Source: an optimization exercise on an open RTL-to-GDS flow (aim: small area). Production flows keep margins and buffers that such runs may drop. In this exercise RTL edits were held to simulation tests only and were not proved equivalent to the original.

## job 101
==> flow/design.v (excerpt) <==
module osc_phase_multi #(
  parameter int ACC_W = 24,
  parameter int OUT_W = 16
) (
  input  logic             clk,
  input  logic             rst_n,
  input  logic             sample_en,
  input  logic [ACC_W-1:0] inc_in,
  input  logic             inc_load,
  input  logic             sync,
  input  logic [OUT_W-1:0] duty,
  input  logic [OUT_W-1:0] amp,
  output logic             inc_pending,
  output logic [OUT_W-1:0] saw,
  output logic [OUT_W-1:0] tri_o,
  output logic [OUT_W-1:0] sqr,
  output logic             out_valid,
  output logic             wrap
);
  logic [23:0] phase_q, inc_act_q, inc_shd_q;
  logic        pending_q;
  logic [23:0] inc_g, sum_n, phase_d;
  logic        carry24, sum_lt_duty, clr, upd_wrap, apply;
  logic [15:0] amp_q;
  logic        sq_q, v1_q, wrap1_q;
  logic [15:0] wh_n_q, a2_q;
  logic        cin_t_q, cin_s_q, p15_q, sq2_q, valid_q, wrap_q;
  assign inc_g    = inc_act_q & {24{sample_en}};
  assign clr      = sample_en & sync;
  assign phase_d  = ~(sum_n | {24{clr}});         
  assign upd_wrap = sync | carry24;
  assign apply    = sample_en & (upd_wrap | (inc_act_q == 24'd0));
  always_ff @(posedge clk or negedge rst_n) begin
    if (!rst_n) begin
      phase_q   <= '0;
      inc_act_q <= '0;
      inc_shd_q <= '0;
      pending_q <= 1'b0;
      v1_q      <= 1'b0;
      wrap1_q   <= 1'b0;
      valid_q   <= 1'b0;
      wrap_q    <= 1'b0;
    end else begin
      phase_q   <= phase_d;
      if (apply) inc_act_q <= inc_shd_q;
      if (inc_load) inc_shd_q <= inc_in;
      pending_q <= inc_load | (pending_q & ~apply);
      v1_q      <= sample_en;
      wrap1_q   <= sample_en & upd_wrap;
      valid_q   <= v1_q;
      wrap_q    <= wrap1_q;
    end
  end
  always_ff @(posedge clk) begin
    amp_q <= amp;
    sq_q  <= sync ? (duty != 16'd0) : sum_lt_duty;    
  end
  logic        p15;
  logic [14:0] L;
  logic [15:0] a, w_n;
  ...
Size: ~1300 cells after synthesis, about 110 I/O pins.
clock: 8.0 ns
lec_check: 0
cap_margin: 20
core_margin: 2
core_utilization: 40
slew_margin: 20
synth_hierarchical: 1
synth_minimum_keep_size: 0
standard.sh (not shown) runs the stock make flow with config.mk's settings and CLKGATE_MAP_FILE= SYNTH_SCRIPT=/design/flow/synth_recipe.tcl, a recipe that flattens the netlist after the stock synthesis.
==> flow/flow/run.sh <==
#!/bin/bash
set -euo pipefail
export BUFFER_PORTS_ARGS="-buffer_cell sky130_fd_sc_hd__buf_1"
export CTS_ARGS="-sink_clustering_enable -repair_clock_nets -dont_use_dummy_load"
bash standard.sh > flow.log 2>&1
> inputs changed (job 101 -> job 102)
==> flow/run.sh (new file) <==
#!/bin/bash
# synth_recipe.tcl (not shown) runs the flow's synth.tcl, then flattens the netlist and writes it again
# the make line also repeats each setting of config.mk as NAME=value (left out here)
make -C /OpenROAD-flow-scripts/flow DESIGN_CONFIG=/design/flow/config.mk WORK_HOME=/design/flow/orfs CLKGATE_MAP_FILE= SYNTH_SCRIPT=/design/flow/synth_recipe.tcl finish
removed: flow/flow/run.sh
removed: flow/standard.sh
Results
- Job 101 -> job 102: maximum count of clock buffers along a single path delta 0, exact match
- Comparing job 102 against job 101, there is no change at all in number of setup buffers added after CTS.
- Hold slack in job 102 vs job 101: up 0.019 ns

Setup of job 4665:
osc_phase_multi, a different RTL version from the one above (not shown whole).
Size in the first run: roughly 1300 cells after synthesis, roughly 13000 sq um of cells after synthesis.
Settings: LEC_CHECK=0, CAP_MARGIN=20, CORE_MARGIN=2, CORE_UTILIZATION=40, SLEW_MARGIN=20, SYNTH_HIERARCHICAL=1, SYNTH_MINIMUM_KEEP_SIZE=0; clock period 8.0 ns.
==> flow/flow/run.sh <==
#!/bin/bash
set -euo pipefail
export BUFFER_PORTS_ARGS="-buffer_cell sky130_fd_sc_hd__buf_1"
export CTS_ARGS="-sink_clustering_enable -repair_clock_nets -dont_use_dummy_load -buf_list sky130_fd_sc_hd__clkbuf_8 -root_buf sky130_fd_sc_hd__clkbuf_8 -sink_clustering_levels 1 -sink_clustering_size 40 -sink_clustering_max_diameter 200"
R=orfs/results/sky130hd/osc_phase_multi/base
bash standard.sh synth > synth.log 2>&1
DS_ODB=$R/1_synth.odb openroad -no_init -exit flow/downsize.tcl > downsize.log 2>&1
bash standard.sh > flow.log 2>&1
==> flow/flow/downsize.tcl <==
# Swap every combinational cell to the smallest-area cell of the same
# function family (same name up to the drive-strength suffix, same pins);
# the flow's later repair steps size cells up again where timing needs it.
set db [ord::get_db]
read_db $::env(DS_ODB)

set masters [dict create]
foreach lib [$db getLibs] { foreach m [$lib getMasters] {
  set n [$m getName]
  if {[regexp {^(sky130_fd_sc_hd__[a-z0-9]+)_([0-9]+)$} $n -> base sz]} {
    set area [expr {[$m getWidth] * [$m getHeight]}]
    # smallest area; among equal areas the strongest drive
    if {![dict exists $masters $base]} {
      dict set masters $base [list $m $area $sz]
    } else {
      lassign [dict get $masters $base] bm ba bs
      if {$area < $ba || ($area == $ba && $sz > $bs)} {
        dict set masters $base [list $m $area $sz]
      }
    }
  }
} }
set dont_use [expr {[info exists ::env(DONT_USE_CELLS)] ? [split $::env(DONT_USE_CELLS)] : {}}]
set n 0
set sw [dict create]
foreach inst [[[$db getChip] getBlock] getInsts] {
  set m [$inst getMaster]
  set name [$m getName]
  if {![regexp {^(sky130_fd_sc_hd__[a-z0-9]+)_([0-9]+)$} $name -> base sz]} continue
  if {[regexp {^sky130_fd_sc_hd__(df|sdf|edf|dl|clk|conb|tap|fill|decap)} $name]} continue
  if {![dict exists $masters $base]} continue
  set best [lindex [dict get $masters $base] 0]
  if {$best eq $m} continue
  if {[lsearch -exact $dont_use [$best getName]] >= 0} continue
  if {[$inst swapMaster $best]} { incr n; dict incr sw "$name->[$best getName]" }
}
puts "downsize: swapped $n instances: $sw"
write_db $::env(DS_ODB)
The final layout from job 4665, which completed every stage, passed the timing, DRC and antenna checks at the end of the flow.
Setup changes, job 4665 to job 1499
==> flow/flow/run.sh <==
#!/bin/bash
set -euo pipefail
export BUFFER_PORTS_ARGS="-buffer_cell sky130_fd_sc_hd__buf_1"
export CTS_ARGS="-sink_clustering_enable -repair_clock_nets -dont_use_dummy_load -buf_list sky130_fd_sc_hd__clkbuf_8 -root_buf sky130_fd_sc_hd__clkbuf_8"
bash standard.sh > flow.log 2>&1
removed: flow/flow/downsize.tcl
Findings:
Changes observed in job 1499 relative to job 4665: first-pass GRT wire length grew by about 3.4%, global-route total usage across every layer grew by 0.34 points.
Combined area of all synthesized cells ended up about 2.4% higher on job 1499 than on job 4665.
Changes observed in job 1499 relative to job 4665: worst setup slack went up; number of vias in the routed layout went up.
Edits applied to the flow inputs when going from job 1499 to job 5212:
==> flow/flow/run.sh <==
#!/bin/bash
set -euo pipefail
export BUFFER_PORTS_ARGS="-buffer_cell sky130_fd_sc_hd__buf_1"
export CTS_ARGS="-sink_clustering_enable -repair_clock_nets -dont_use_dummy_load -buf_list sky130_fd_sc_hd__clkbuf_8 -root_buf sky130_fd_sc_hd__clkbuf_8"
R=orfs/results/sky130hd/osc_phase_multi/base
bash standard.sh synth > synth.log 2>&1
DS_ODB=$R/1_synth.odb openroad -no_init -exit flow/downsize.tcl > downsize.log 2>&1
bash standard.sh > flow.log 2>&1
==> flow/flow/downsize.tcl (new file) <==
# Swap every combinational cell to the smallest-area cell of the same
# function family (same name up to the drive-strength suffix, same pins);
# the flow's later repair steps size cells up again where timing needs it.
set db [ord::get_db]
read_db $::env(DS_ODB)

set masters [dict create]
foreach lib [$db getLibs] { foreach m [$lib getMasters] {
  set n [$m getName]
  if {[regexp {^(sky130_fd_sc_hd__[a-z0-9]+)_([0-9]+)$} $n -> base sz]} {
    set area [expr {[$m getWidth] * [$m getHeight]}]
    # smallest area; among equal areas the strongest drive
    if {![dict exists $masters $base]} {
      dict set masters $base [list $m $area $sz]
    } else {
      lassign [dict get $masters $base] bm ba bs
      if {$area < $ba || ($area == $ba && $sz > $bs)} {
        dict set masters $base [list $m $area $sz]
      }
    }
  }
} }
set dont_use [expr {[info exists ::env(DONT_USE_CELLS)] ? [split $::env(DONT_USE_CELLS)] : {}}]
set n 0
set sw [dict create]
foreach inst [[[$db getChip] getBlock] getInsts] {
  set m [$inst getMaster]
  set name [$m getName]
  if {![regexp {^(sky130_fd_sc_hd__[a-z0-9]+)_([0-9]+)$} $name -> base sz]} continue
  if {[regexp {^sky130_fd_sc_hd__(df|sdf|edf|dl|clk|conb|tap|fill|decap)} $name]} continue
  if {![dict exists $masters $base]} continue
  set best [lindex [dict get $masters $base] 0]
  if {$best eq $m} continue
  if {[lsearch -exact $dont_use [$best getName]] >= 0} continue
  if {[$inst swapMaster $best]} { incr n; dict incr sw "$name->[$best getName]" }
}
puts "downsize: swapped $n instances: $sw"
write_db $::env(DS_ODB)
## What came out
[compare] base=job 1499 new=job 5212: multi-input gate share of the layout cell area level; fraction of layout cells with a size suffix above 1 moved up; minimum clock period moved up.
Die area shrinks by a few percent when moving from job 1499 to job 5212.
Job 5212 against job 1499: core utilization of the finished layout increased by 0.31 points relative to the old numbers, number of core rows -1.5%, register fraction of the total cell area now sits higher.
## Diff of input files: job 8586 against job 5212
==> flow/flow/run.sh <==
#!/bin/bash
set -euo pipefail
export BUFFER_PORTS_ARGS="-buffer_cell sky130_fd_sc_hd__buf_1"
export CTS_ARGS="-repair_clock_nets -dont_use_dummy_load -buf_list sky130_fd_sc_hd__clkbuf_8 -root_buf sky130_fd_sc_hd__clkbuf_8"
R=orfs/results/sky130hd/osc_phase_multi/base
bash standard.sh synth > synth.log 2>&1
DS_ODB=$R/1_synth.odb openroad -no_init -exit flow/downsize.tcl > downsize.log 2>&1
bash standard.sh > flow.log 2>&1
==> notes.md <==
- Diff job 5212..job 8586 | layout sequential cell count | unchanged
- Delta (job 8586 minus job 5212): critical path depth held steady, count of maximum capacitance violations held steady.

Setup of build 96:
Starting RTL as in the previous note.
Design osc_phase_multi, start of the top module:
module osc_phase_multi #(
  parameter int ACC_W = 24,
  parameter int OUT_W = 16
) (
  input  logic             clk,
  input  logic             rst_n,
  input  logic             sample_en,
  input  logic [ACC_W-1:0] inc_in,
  input  logic             inc_load,
  input  logic             sync,
  input  logic [OUT_W-1:0] duty,
  input  logic [OUT_W-1:0] amp,
  output logic             inc_pending,
  output logic [OUT_W-1:0] saw,
  output logic [OUT_W-1:0] tri_o,
  output logic [OUT_W-1:0] sqr,
  output logic             out_valid,
  output logic             wrap
);
  logic [23:0] phase_q, inc_act_q, inc_shd_q;
  logic        pending_q;
  logic [23:0] inc_g, sum_n, phase_d;
  logic        carry24, sum_lt_duty, clr, upd_wrap, apply;
  logic [15:0] amp_q;
  logic        sq_q, v1_q, wrap1_q;
  logic [15:0] wh_n_q, a2_q;
  logic        cin_t_q, cin_s_q, p15_q, sq2_q, valid_q, wrap_q;
  assign inc_g    = inc_act_q & {24{sample_en}};
  assign clr      = sample_en & sync;
  assign phase_d  = ~(sum_n | {24{clr}});         
  assign upd_wrap = sync | carry24;
  assign apply    = sample_en & (upd_wrap | (inc_act_q == 24'd0));
  always_ff @(posedge clk or negedge rst_n) begin
    if (!rst_n) begin
      phase_q   <= '0;
      inc_act_q <= '0;
      inc_shd_q <= '0;
      pending_q <= 1'b0;
      v1_q      <= 1'b0;
      wrap1_q   <= 1'b0;
      valid_q   <= 1'b0;
      wrap_q    <= 1'b0;
    end else begin
      phase_q   <= phase_d;
      if (apply) inc_act_q <= inc_shd_q;
      if (inc_load) inc_shd_q <= inc_in;
  ...
==> flow/config.mk <==
export PLATFORM = sky130hd
export DESIGN_NAME = osc_phase_multi
export DESIGN_NICKNAME = osc_phase_multi
export VERILOG_FILES = /design/flow/design.v
export SDC_FILE = /design/flow/constraint.sdc
export NUM_CORES = 4
export LEC_CHECK = 0
export CAP_MARGIN = 20
export CORE_MARGIN = 2
export CORE_UTILIZATION = 40
export SLEW_MARGIN = 20
export SYNTH_HIERARCHICAL = 1
export SYNTH_MINIMUM_KEEP_SIZE = 0
==> flow/constraint.sdc <==
create_clock -name core_clock -period 8.0 [get_ports {clk}]
set_input_delay 1.6000 -clock core_clock [delete_from_list [all_inputs] [get_ports {clk}]]
set_output_delay 1.6000 -clock core_clock [all_outputs]
set_load 0.01 [all_outputs]
==> flow/flow/run.sh <==
#!/bin/bash
set -euo pipefail
export BUFFER_PORTS_ARGS="-buffer_cell sky130_fd_sc_hd__buf_1"
export CTS_ARGS="-sink_clustering_enable -repair_clock_nets -dont_use_dummy_load -buf_list sky130_fd_sc_hd__clkbuf_8 -root_buf sky130_fd_sc_hd__clkbuf_8 -sink_clustering_size 30 -sink_clustering_max_diameter 150"
R=orfs/results/sky130hd/osc_phase_multi/base
bash standard.sh synth > synth.log 2>&1
DS_ODB=$R/1_synth.odb openroad -no_init -exit flow/downsize.tcl > downsize.log 2>&1
bash standard.sh > flow.log 2>&1
==> flow/flow/downsize.tcl <==
# Swap every combinational cell to the smallest-area cell of the same
# function family (same name up to the drive-strength suffix, same pins);
# the flow's later repair steps size cells up again where timing needs it.
set db [ord::get_db]
read_db $::env(DS_ODB)

set masters [dict create]
foreach lib [$db getLibs] { foreach m [$lib getMasters] {
  set n [$m getName]
  if {[regexp {^(sky130_fd_sc_hd__[a-z0-9]+)_([0-9]+)$} $n -> base sz]} {
    set area [expr {[$m getWidth] * [$m getHeight]}]
    # smallest area; among equal areas the strongest drive
    if {![dict exists $masters $base]} {
      dict set masters $base [list $m $area $sz]
    } else {
      lassign [dict get $masters $base] bm ba bs
      if {$area < $ba || ($area == $ba && $sz > $bs)} {
        dict set masters $base [list $m $area $sz]
      }
    }
  }
} }
set dont_use [expr {[info exists ::env(DONT_USE_CELLS)] ? [split $::env(DONT_USE_CELLS)] : {}}]
set n 0
set sw [dict create]
foreach inst [[[$db getChip] getBlock] getInsts] {
  set m [$inst getMaster]
  set name [$m getName]
  if {![regexp {^(sky130_fd_sc_hd__[a-z0-9]+)_([0-9]+)$} $name -> base sz]} continue
  if {[regexp {^sky130_fd_sc_hd__(df|sdf|edf|dl|clk|conb|tap|fill|decap)} $name]} continue
  if {![dict exists $masters $base]} continue
  set best [lindex [dict get $masters $base] 0]
  if {$best eq $m} continue
  if {[lsearch -exact $dont_use [$best getName]] >= 0} continue
  if {[$inst swapMaster $best]} { incr n; dict incr sw "$name->[$best getName]" }
}
puts "downsize: swapped $n instances: $sw"
write_db $::env(DS_ODB)
Input changes introduced in build 10 (baseline for comparison: build 96):
==> flow/flow/run.sh <==
#!/bin/bash
set -euo pipefail
export BUFFER_PORTS_ARGS="-buffer_cell sky130_fd_sc_hd__buf_1"
export CTS_ARGS="-sink_clustering_enable -repair_clock_nets -dont_use_dummy_load -buf_list sky130_fd_sc_hd__clkbuf_8 -root_buf sky130_fd_sc_hd__clkbuf_8 -sink_clustering_size 20"
R=orfs/results/sky130hd/osc_phase_multi/base
bash standard.sh synth > synth.log 2>&1
DS_ODB=$R/1_synth.odb openroad -no_init -exit flow/downsize.tcl > downsize.log 2>&1
bash standard.sh > flow.log 2>&1
--- outcome ---
Design area: build 10 vs build 96 identical
In summary, build 10 completed successfully, with a layout that passed the timing, DRC and antenna checks.
For highest fanout seen on the critical path, build 96 and build 10 come out practically identical.
Inputs modified between build 10 and build 26:
==> flow/flow/run.sh <==
#!/bin/bash
set -euo pipefail
export BUFFER_PORTS_ARGS="-buffer_cell sky130_fd_sc_hd__buf_1"
export CTS_ARGS="-sink_clustering_enable -repair_clock_nets -dont_use_dummy_load -buf_list sky130_fd_sc_hd__clkbuf_8 -root_buf sky130_fd_sc_hd__clkbuf_8 -sink_clustering_size 32"
R=orfs/results/sky130hd/osc_phase_multi/base
bash standard.sh synth > synth.log 2>&1
DS_ODB=$R/1_synth.odb openroad -no_init -exit flow/downsize.tcl > downsize.log 2>&1
bash standard.sh > flow.log 2>&1
[summary]
From build 10 to build 26 the numbers moved as follows: number of cell instances on the worst register-to-register path held steady; required time at the endpoint of the critical path held steady. Delta (build 26 minus build 10): largest net degree at the start of global routing level; number of antenna cells inserted level. Diff build 10..build 26 | final net count | unchanged.

afterwards: timing with drivers on the ports:
The results above use ideal ports. As a check the final layouts listed here were re-extracted and re-timed, cells and wires unchanged.
Step 1: set_driving_cell puts a clkbuf_16 on clk and a buf_2 on each other input, an assumption about the parent block.
Step 2, shift: input delay + t, output delay - t, t = (earliest + latest rising clock arrival at the registers) / 2. This alone moves slack from input paths to output paths.
a / b / c = ideal / step 1 / step 2; a / b = the first two.
run	t (ns)	setup WS [ns]	worst register clock-pin slew, ns	pins driven straight from the clock port
job 101	0.461	1.157 / 1.179 / 0.719	0.06 / 0.06	1
job 102	0.486	0.839 / 0.852 / 0.366	0.08 / 0.08	1
job 4665	0.483	0.878 / 0.904 / 0.421	0.09 / 0.09	1
job 1499	0.491	1.233 / 1.253 / 0.762	0.09 / 0.09	1
job 5212	0.483	0.878 / 0.904 / 0.421	0.09 / 0.09	1
job 8586	0.483	0.878 / 0.904 / 0.421	0.09 / 0.09	1
build 96	0.483	0.878 / 0.904 / 0.421	0.09 / 0.09	1
build 10	0.483	0.878 / 0.904 / 0.421	0.09 / 0.09	1
build 26	0.483	0.878 / 0.904 / 0.421	0.09 / 0.09	1
After both steps every run listed still meets setup and hold. For job 102, which loses most, drivers alone change the setup slack by +0.013 ns; drivers and shift together by -0.473 ns.
